This is an optimization exercise on Yosys and OpenROAD, whose aim is small area, not a production implementation. Only simulation tests tie the RTL to the original design; equivalence was not proved.

## wip/juniper
## led_pattern_generator
module led_pattern_generator
(
	input  logic        clk,
	input  logic        arst_n,
	input  logic        cfg_we,
	input  logic [2:0]  cfg_index,
	input  logic [15:0] cfg_wdata,
	input  logic        s_tvalid,
	output logic        s_tready,
	input  logic [31:0] s_tdata,   
	output logic        m_tvalid,
	input  logic        m_tready,
	output logic [23:0] m_tdata    
);
Settings: LEC_CHECK=0, CAP_MARGIN=10, CORE_MARGIN=2, CORE_UTILIZATION=75, SLEW_MARGIN=10; clock period 10.0 ns.
standard.sh (not shown) runs the stock make flow with config.mk's settings and CLKGATE_MAP_FILE= SYNTH_SCRIPT=/design/flow/synth_recipe.tcl, a recipe that flattens the netlist after the stock synthesis.
==> flow/flow/run.sh <==
#!/bin/bash
# Own layout flow: the standard layout (standard.sh) with
#  - synthesis by flow/synth.tcl (the standard script with adder extraction only in the
#    multiplier and with the ABC script flow/area.abc; same registers as the standard
#    synthesis),
#  - port buffers of the smallest buffer cell,
#  - clock tree without dummy loads, from clkbuf_8, in clusters of up to 16 flip-flops.
# The make output goes to flow_make.log in the work folder; ORFS's per-step logs stay under
# orfs/logs/.
set -euo pipefail
W=$(pwd)
export MY_ABC_SCRIPT="$W/flow/area.abc"
export SYNTH_KEEP_MODULES="lpg_scale_mul"
export BUFFER_PORTS_ARGS="-buffer_cell sky130_fd_sc_hd__buf_1"
export CTS_ARGS="-sink_clustering_enable -repair_clock_nets -dont_use_dummy_load -buf_list {sky130_fd_sc_hd__clkbuf_8} -sink_clustering_size 16 -sink_clustering_max_diameter 60"
bash "$W/standard.sh" SYNTH_SCRIPT="$W/flow/synth.tcl" finish > "$W/flow_make.log" 2>&1
==> flow/flow/area.abc <==
strash
&get -n
&fraig -x
&put
scorr
dc2
dretime
strash
&get -n
&dch -f
&nf -R 1000 -a
&put
topo
dnsize -c
==> flow/flow/synth.tcl <==
# The standard synthesis script (synth_recipe.tcl), with two changes that touch only the
# combinational logic: Yosys's full/half-adder extraction runs only on the multiplier module
# (kept as a separate module until the final flatten by SYNTH_KEEP_MODULES in run.sh), and
# ABC runs the area-oriented script in $MY_ABC_SCRIPT instead of ORFS's. Registers are mapped by the same
# dfflibmap step as in the standard synthesis, so their names and cell types are unchanged.
proc synth {args} { yosys synth -nofsm -noshare {*}$args }
proc extract_fa {args} { yosys extract_fa {*}$args lpg_scale_mul }
proc abc {args} {
  set i [lsearch $args -script]
  if {$i >= 0} { set args [lreplace $args $i [expr {$i + 1}] -script $::env(MY_ABC_SCRIPT)] }
  yosys abc {*}$args
}
source $::env(SCRIPTS_DIR)/synth.tcl
# left out here: clear keep_hierarchy, flatten, clean up, hide names made inside functions, write 1_2_yosys.v
wip/juniper completed; timing, DRC and antenna clean
The inputs of wip/cedar differ from those of wip/juniper as listed below.
Settings: changing CAP_MARGIN from 10 to 20; changing SLEW_MARGIN from 10 to 20; changing CORE_UTILIZATION from 75 to 65.
diff --git a/flow/flow/run.sh b/flow/flow/run.sh
--- a/flow/flow/run.sh
+++ b/flow/flow/run.sh
@@ -7 +7 @@
-#  - clock tree without dummy loads, from clkbuf_8, in clusters of up to 16 flip-flops.
+#  - clock tree without dummy loads, from clkbuf_4, in clusters of up to 12 flip-flops.
@@ -15 +15 @@
-export CTS_ARGS="-sink_clustering_enable -repair_clock_nets -dont_use_dummy_load -buf_list {sky130_fd_sc_hd__clkbuf_8} -sink_clustering_size 16 -sink_clustering_max_diameter 60"
+export CTS_ARGS="-sink_clustering_enable -repair_clock_nets -dont_use_dummy_load -buf_list {sky130_fd_sc_hd__clkbuf_4} -sink_clustering_size 12 -sink_clustering_max_diameter 50"
==> flow/flow/area.abc <==
strash
&get -n
&fraig -x
&deepsyn -T 60
&put
strash
&get -n
&dch -f
&nf -R 1000
&put
buffer -c
upsize -c
dnsize -c
[summary]
~same final cell count in wip/juniper and wip/cedar. In the flow results for wip/juniper and wip/cedar, the met2 wirelength from detailed routing is smaller on wip/cedar. wip/cedar vs. wip/juniper: number of cells after detailed placement went down by about 0.4%. In the tables for wip/juniper and wip/cedar, synthesized cell count reads lower with wip/cedar. ~same area share of buffers outside the clock network in wip/juniper and wip/cedar. Diff wip/juniper..wip/cedar | final-report hold violation count | unchanged. Summary of wip/cedar over wip/juniper: met2 track demand over resource -14 points; flip-flop and latch share of the layout cell area picked up an extra 0.23 points. In the metrics for wip/juniper and wip/cedar, the one carrying the lower die extent in y is wip/juniper.
Inputs modified between wip/cedar and wip/nickel:
Settings: CORE_UTILIZATION now 75, was 65; CAP_MARGIN now 10, was 20; SLEW_MARGIN now 10, was 20.
diff --git a/flow/flow/run.sh b/flow/flow/run.sh
--- a/flow/flow/run.sh
+++ b/flow/flow/run.sh
@@ -7 +7 @@
-#  - clock tree without dummy loads, from clkbuf_4, in clusters of up to 12 flip-flops.
+#  - clock tree without dummy loads, from clkbuf_8, in clusters of up to 16 flip-flops.
@@ -15 +15 @@
-export CTS_ARGS="-sink_clustering_enable -repair_clock_nets -dont_use_dummy_load -buf_list {sky130_fd_sc_hd__clkbuf_4} -sink_clustering_size 12 -sink_clustering_max_diameter 50"
+export CTS_ARGS="-sink_clustering_enable -repair_clock_nets -dont_use_dummy_load -buf_list {sky130_fd_sc_hd__clkbuf_8} -sink_clustering_size 16 -sink_clustering_max_diameter 60"
==> flow/flow/area.abc <==
strash
&get -n
&fraig -x
&deepsyn -T 60
&put
strash
&get -n
&dch -f
&nf -R 1000
&put
topo
dnsize -c
==> flow/flow/synth.tcl <==
# The standard synthesis script (synth_recipe.tcl), with changes that touch only the
# combinational logic:
#  - the multiplier module is kept separate until the final flatten (SYNTH_KEEP_MODULES in
#    run.sh); Yosys's quick ABC pass inside synth (abc -fast) skips it, and the full/half-adder
#    extraction runs only on it, so the extraction sees its adders as written;
#  - ABC's technology mapping runs the area-oriented script in $MY_ABC_SCRIPT instead of ORFS's.
# Registers are mapped by the same dfflibmap step as in the standard synthesis, so their names
# and cell types are unchanged.
proc synth {args} {
  set i [lsearch -exact $args -run]
  if {$i >= 0 && [string match "fine:*" [lindex $args [expr {$i + 1}]]]} {
    yosys synth -nofsm -noshare -noabc {*}$args
    yosys abc -fast $::env(DESIGN_NAME)
    yosys opt -fast
  } else {
    yosys synth -nofsm -noshare {*}$args
  }
}
proc extract_fa {args} { yosys extract_fa {*}$args lpg_scale_mul }
proc abc {args} {
  set i [lsearch $args -script]
  if {$i >= 0} { set args [lreplace $args $i [expr {$i + 1}] -script $::env(MY_ABC_SCRIPT)] }
  yosys abc {*}$args
}
source $::env(SCRIPTS_DIR)/synth.tcl
# left out here: clear keep_hierarchy, flatten, clean up, hide names made inside functions, write 1_2_yosys.v
==> results.txt <==
Each of the runs, namely wip/cedar and wip/nickel, reached the end of the flow and came out clean.
wip/cedar ended up with prod_s2[11] as its last element of the critical path; wip/nickel ended up with u_core.blink_last_q[26].
wip/cedar → wip/nickel: mean area per synthesized cell climbed 5.5%; diode insertion count for antenna repair dropped 1; fraction of standard cell area that is sequential went up by 0.59 points; standard cell core area now smaller.
Edits applied to the flow inputs when going from wip/nickel to wip/fjord:
Settings: a change of CORE_UTILIZATION from 75 to 65; a change of SLEW_MARGIN from 10 to 20; a change of CAP_MARGIN from 10 to 20.
==> flow/flow/synth.tcl <==
# The standard synthesis script (synth_recipe.tcl), with two changes that touch only the
# combinational logic: Yosys's full/half-adder extraction runs only on the multiplier module
# (kept as a separate module until the final flatten by SYNTH_KEEP_MODULES in run.sh), and
# ABC runs the area-oriented script in $MY_ABC_SCRIPT instead of ORFS's. Registers are mapped by the same
# dfflibmap step as in the standard synthesis, so their names and cell types are unchanged.
proc synth {args} { yosys synth -nofsm -noshare {*}$args }
proc extract_fa {args} { yosys extract_fa {*}$args lpg_scale_mul }
proc abc {args} {
  set i [lsearch $args -script]
  if {$i >= 0} { set args [lreplace $args $i [expr {$i + 1}] -script $::env(MY_ABC_SCRIPT)] }
  yosys abc {*}$args
}
source $::env(SCRIPTS_DIR)/synth.tcl
# left out here: clear keep_hierarchy, flatten, clean up, hide names made inside functions, write 1_2_yosys.v
## What came out
Total wirelength of the detailed-routed design | wip/fjord below wip/nickel
wip/fjord against wip/nickel: final sum of negative setup slack roughly the same; hold slack down 0.021 ns; sequential share of cell area shrank by 0.67 points.
## Diff of input files: wip/onyx against wip/fjord
Settings: CAP_MARGIN: 20 -> 10; CORE_UTILIZATION: 65 -> 75; SLEW_MARGIN: 20 -> 10.
==> results.txt <==
- The final layout from wip/fjord, which completed every stage, passed the timing, design-rule and antenna checks at the end of the flow.
- Looking at the reports, wip/onyx completed the entire flow and the layout it produced met the timing, design-rule and antenna checks.
- Going from wip/fjord to wip/onyx, final critical path time including I/O delays and setup picked up an extra 0.41 ns, final critical-path setup slack saw a decrease, fraction of layout instances using a drive strength above 1 went down by 0.32 points.
- Diff wip/fjord -> wip/onyx | proportion of cell area occupied by registers | increase of 0.31 points
Changes in wip/ember relative to wip/onyx:
Settings: SLEW_MARGIN: 10 -> 20; CAP_MARGIN: 10 -> 20; CORE_UTILIZATION: 75 -> 65.
diff --git a/flow/flow/area.abc b/flow/flow/area.abc
--- a/flow/flow/area.abc
+++ b/flow/flow/area.abc
@@ -11 +11,2 @@
-topo
+buffer -c
+upsize -c
## What came out
Both conditions hold for wip/ember: the flow ran to the end and the final layout passed the timing, design-rule and antenna checks.
Compared wip/ember against wip/onyx; share of the synthesized area in compound gates (AO/OA/AOI/OAI) within noise.
Compared to wip/onyx, wip/ember has utilization 12 points lower.
Critical path endpoint = prod_s2[37]: wip/onyx; critical path endpoint = prod_s2[11]: wip/ember
[compare] base=wip/onyx new=wip/ember: arrival time reported for the critical path endpoint decreased 0.92 ns, clock buffer count in the final layout increased 1, fmax increased 10%, synthesized cell count increased 1.6%, critical path depth in cells increased 1.

========
Another version of the RTL of led_pattern_generator (not shown whole).
Size: about 1700 cells after synthesis, ~82 I/O pins, roughly 0.015 mm^2 of cells after synthesis.
==> flow/config.mk <==
export PLATFORM = sky130hd
export DESIGN_NAME = led_pattern_generator
export DESIGN_NICKNAME = led_pattern_generator
export VERILOG_FILES = /design/flow/design.v
export SDC_FILE = /design/flow/constraint.sdc
export NUM_CORES = 4
export LEC_CHECK = 0
export CAP_MARGIN = 20
export CORE_MARGIN = 2
export CORE_UTILIZATION = 65
export SLEW_MARGIN = 20
==> flow/constraint.sdc <==
create_clock -name core_clock -period 10.0 [get_ports {clk}]
set_input_delay 2.0000 -clock core_clock [delete_from_list [all_inputs] [get_ports {clk}]]
set_output_delay 2.0000 -clock core_clock [all_outputs]
set_load 0.01 [all_outputs]
==> flow/flow/run.sh <==
#!/bin/bash
# Own layout flow: the standard layout (standard.sh) with
#  - synthesis by flow/synth.tcl (the standard script without adder extraction and with the
#    ABC script flow/area.abc; same registers as the standard synthesis),
#  - port buffers of the smallest buffer cell,
#  - clock tree without dummy loads, from clkbuf_8, in clusters of up to 16 flip-flops.
# The make output goes to flow_make.log in the work folder; ORFS's per-step logs stay under
# orfs/logs/.
set -euo pipefail
W=$(pwd)
export MY_ABC_SCRIPT="$W/flow/area.abc"
export BUFFER_PORTS_ARGS="-buffer_cell sky130_fd_sc_hd__buf_1"
export CTS_ARGS="-sink_clustering_enable -repair_clock_nets -dont_use_dummy_load -buf_list {sky130_fd_sc_hd__clkbuf_8} -sink_clustering_size 16 -sink_clustering_max_diameter 60"
bash "$W/standard.sh" SYNTH_SCRIPT="$W/flow/synth.tcl" finish > "$W/flow_make.log" 2>&1
==> flow/flow/area.abc <==
strash
&get -n
&fraig -x
&put
scorr
dc2
dretime
strash
&get -n
&dch -f
&nf -R 1000
&put
buffer -c
upsize -c
dnsize -c
==> flow/flow/synth.tcl <==
# The standard synthesis script (synth_recipe.tcl), with two changes that touch only the
# combinational logic: Yosys's full/half-adder extraction is skipped, and ABC runs the
# area-oriented script in $MY_ABC_SCRIPT instead of ORFS's. Registers are mapped by the same
# dfflibmap step as in the standard synthesis, so their names and cell types are unchanged.
proc synth {args} { yosys synth -nofsm -noshare {*}$args }
proc extract_fa {args} { puts "extract_fa skipped" }
proc abc {args} {
  set i [lsearch $args -script]
  if {$i >= 0} { set args [lreplace $args $i [expr {$i + 1}] -script $::env(MY_ABC_SCRIPT)] }
  yosys abc {*}$args
}
source $::env(SCRIPTS_DIR)/synth.tcl
# left out here: clear keep_hierarchy, flatten, clean up, hide names made inside functions, write 1_2_yosys.v
==> next run, changes <==
==> flow/run.sh (new file) <==
#!/bin/bash
# synth_recipe.tcl (not shown) runs the flow's synth.tcl, then flattens the netlist and writes it again
# the make line also repeats each setting of config.mk as NAME=value (left out here)
make -C /OpenROAD-flow-scripts/flow DESIGN_CONFIG=/design/flow/config.mk WORK_HOME=/design/flow/orfs CLKGATE_MAP_FILE= SYNTH_SCRIPT=/design/flow/synth_recipe.tcl finish
--- a/flow/config.mk
+++ b/flow/config.mk
@@ -7,0 +8 @@
+export ABC_AREA = 1
@@ -10,0 +12,2 @@
+export CTS_BUF_LIST = sky130_fd_sc_hd__clkbuf_2 sky130_fd_sc_hd__clkbuf_4
+export CTS_CLUSTER_SIZE = 20
removed: flow/flow/run.sh
removed: flow/flow/area.abc
removed: flow/flow/synth.tcl
removed: flow/standard.sh
Result:
- The new run completed with no timing, DRC or antenna violations
- maximum frequency is lower by about 12%
- hold slack degrades by 0.016 ns
==> next run, changes <==
--- a/flow/config.mk
+++ b/flow/config.mk
@@ -11,3 +11,2 @@
-export CORE_UTILIZATION = 65
-export CTS_BUF_LIST = sky130_fd_sc_hd__clkbuf_2 sky130_fd_sc_hd__clkbuf_4
-export CTS_CLUSTER_SIZE = 20
+export CORE_UTILIZATION = 40
+export CTS_BUF_LIST = sky130_fd_sc_hd__clkbuf_4 sky130_fd_sc_hd__clkbuf_8
The changed run went through all stages and came out clean.
Wire length came out higher by 2.9%.
Count of clock-buffer cells in the layout shrinks by 28.
Setup slack gets better by 0.083 ns.
Cell area goes up by 2.1%.
Clock skew decreases by 0.022 ns.
Core utilization fell by 28 points.
Critical path depth went up by 5.
==> next run, changes <==
==> flow/flow/run.sh (new file) <==
#!/bin/bash
# Own layout flow: the standard layout (standard.sh) with
#  - synthesis by flow/synth.tcl (the standard script without adder extraction and with the
#    ABC script flow/area.abc; same registers as the standard synthesis),
#  - port buffers of the smallest buffer cell,
#  - clock tree without dummy loads, in clusters of up to 12 flip-flops.
# The make output goes to flow_make.log in the work folder; ORFS's per-step logs stay under
# orfs/logs/.
set -euo pipefail
W=$(pwd)
export MY_ABC_SCRIPT="$W/flow/area.abc"
export BUFFER_PORTS_ARGS="-buffer_cell sky130_fd_sc_hd__buf_1"
export CTS_ARGS="-sink_clustering_enable -repair_clock_nets -dont_use_dummy_load -buf_list {sky130_fd_sc_hd__clkbuf_4 sky130_fd_sc_hd__clkbuf_8 sky130_fd_sc_hd__clkbuf_16} -sink_clustering_size 12 -sink_clustering_max_diameter 50"
bash "$W/standard.sh" SYNTH_SCRIPT="$W/flow/synth.tcl" finish > "$W/flow_make.log" 2>&1
==> flow/flow/area.abc (new file) <==
strash
&get -n
&fraig -x
&put
scorr
dc2
dretime
strash
&get -n
&dch -f
&nf -R 1000
&put
buffer -c
upsize -c
dnsize -c
==> flow/flow/synth.tcl (new file) <==
# The standard synthesis script (synth_recipe.tcl), with two changes that touch only the
# combinational logic: Yosys's full/half-adder extraction is skipped, and ABC runs the
# area-oriented script in $MY_ABC_SCRIPT instead of ORFS's. Registers are mapped by the same
# dfflibmap step as in the standard synthesis, so their names and cell types are unchanged.
proc synth {args} { yosys synth -nofsm -noshare {*}$args }
proc extract_fa {args} { puts "extract_fa skipped" }
proc abc {args} {
  set i [lsearch $args -script]
  if {$i >= 0} { set args [lreplace $args $i [expr {$i + 1}] -script $::env(MY_ABC_SCRIPT)] }
  yosys abc {*}$args
}
source $::env(SCRIPTS_DIR)/synth.tcl
# left out here: clear keep_hierarchy, flatten, clean up, hide names made inside functions, write 1_2_yosys.v
==> flow/standard.sh (new file) <==
#!/bin/bash
# synth_recipe.tcl (not shown) runs the flow's synth.tcl, then flattens the netlist and writes it again
# the make line also repeats each setting of config.mk as NAME=value (left out here)
make -C /OpenROAD-flow-scripts/flow DESIGN_CONFIG=/design/flow/config.mk WORK_HOME=/design/flow/orfs CLKGATE_MAP_FILE= SYNTH_SCRIPT=/design/flow/synth_recipe.tcl "${@:-finish}"
--- a/flow/config.mk
+++ b/flow/config.mk
@@ -8 +7,0 @@
-export ABC_AREA = 1
@@ -11,2 +10 @@
-export CORE_UTILIZATION = 40
-export CTS_BUF_LIST = sky130_fd_sc_hd__clkbuf_4 sky130_fd_sc_hd__clkbuf_8
+export CORE_UTILIZATION = 65
removed: flow/run.sh
Effect: The changed run finished with timing, DRC and antenna clean. Synthesized area is lower by roughly a tenth. Worst hold slack gets better by 0.032 ns. Final area came out lower by about a fifth. Setup slack is better by 1.0 ns. Routed wire length decreases by roughly a tenth. Global-route usage grows by 8.7 points.

## afterwards: timing with drivers on the ports
The results above use ideal ports. As a check the final layouts listed here were re-extracted and re-timed, cells and wires unchanged.
Step 1: set_driving_cell puts a clkbuf_16 on clk and a buf_2 on each other input, an assumption about the parent block.
Step 2 times the ports against the registers' clock, not the clock port: input delays grow and output delays shrink by t, the midpoint of the rising clock arrivals with the driver on.
Slacks: ideal / step 1 / step 2; pairs: ideal / step 1.
| run | t, ns | setup slack, ns | hold WS [ns] | slew at the worst register clock pin (ns) |
|---|---|---|---|---|
| wip/juniper | 0.556 | 1.383 / 1.383 / 1.383 | 0.488 / 0.488 / 0.488 | 0.11 / 0.11 |
| wip/cedar | 0.667 | 1.586 / 1.586 / 1.586 | 0.480 / 0.480 / 0.480 | 0.12 / 0.12 |
| wip/nickel | 0.544 | 0.913 / 0.913 / 0.913 | 0.500 / 0.500 / 0.500 | 0.11 / 0.11 |
| wip/fjord | 0.556 | 1.056 / 1.056 / 1.056 | 0.479 / 0.479 / 0.479 | 0.10 / 0.10 |
| wip/onyx | 0.553 | 0.644 / 0.644 / 0.644 | 0.503 / 0.503 / 0.503 | 0.10 / 0.10 |
| wip/ember | 0.536 | 1.523 / 1.523 / 1.523 | 0.478 / 0.478 / 0.478 | 0.10 / 0.10 |
| the first run of note 2 | 0.553 | 2.086 / 2.086 / 2.086 | 0.480 / 0.480 / 0.480 | 0.10 / 0.10 |
| the second run of note 2 | 0.736 | 1.001 / 1.001 / 1.001 | 0.464 / 0.464 / 0.464 | 0.07 / 0.07 |
| the third run of note 2 | 0.643 | 1.084 / 1.084 / 1.084 | 0.443 / 0.443 / 0.443 | 0.06 / 0.06 |
| the fourth run of note 2 | 0.552 | 2.108 / 2.108 / 2.108 | 0.474 / 0.474 / 0.474 | 0.06 / 0.06 |
After both steps every run listed still meets setup and hold.
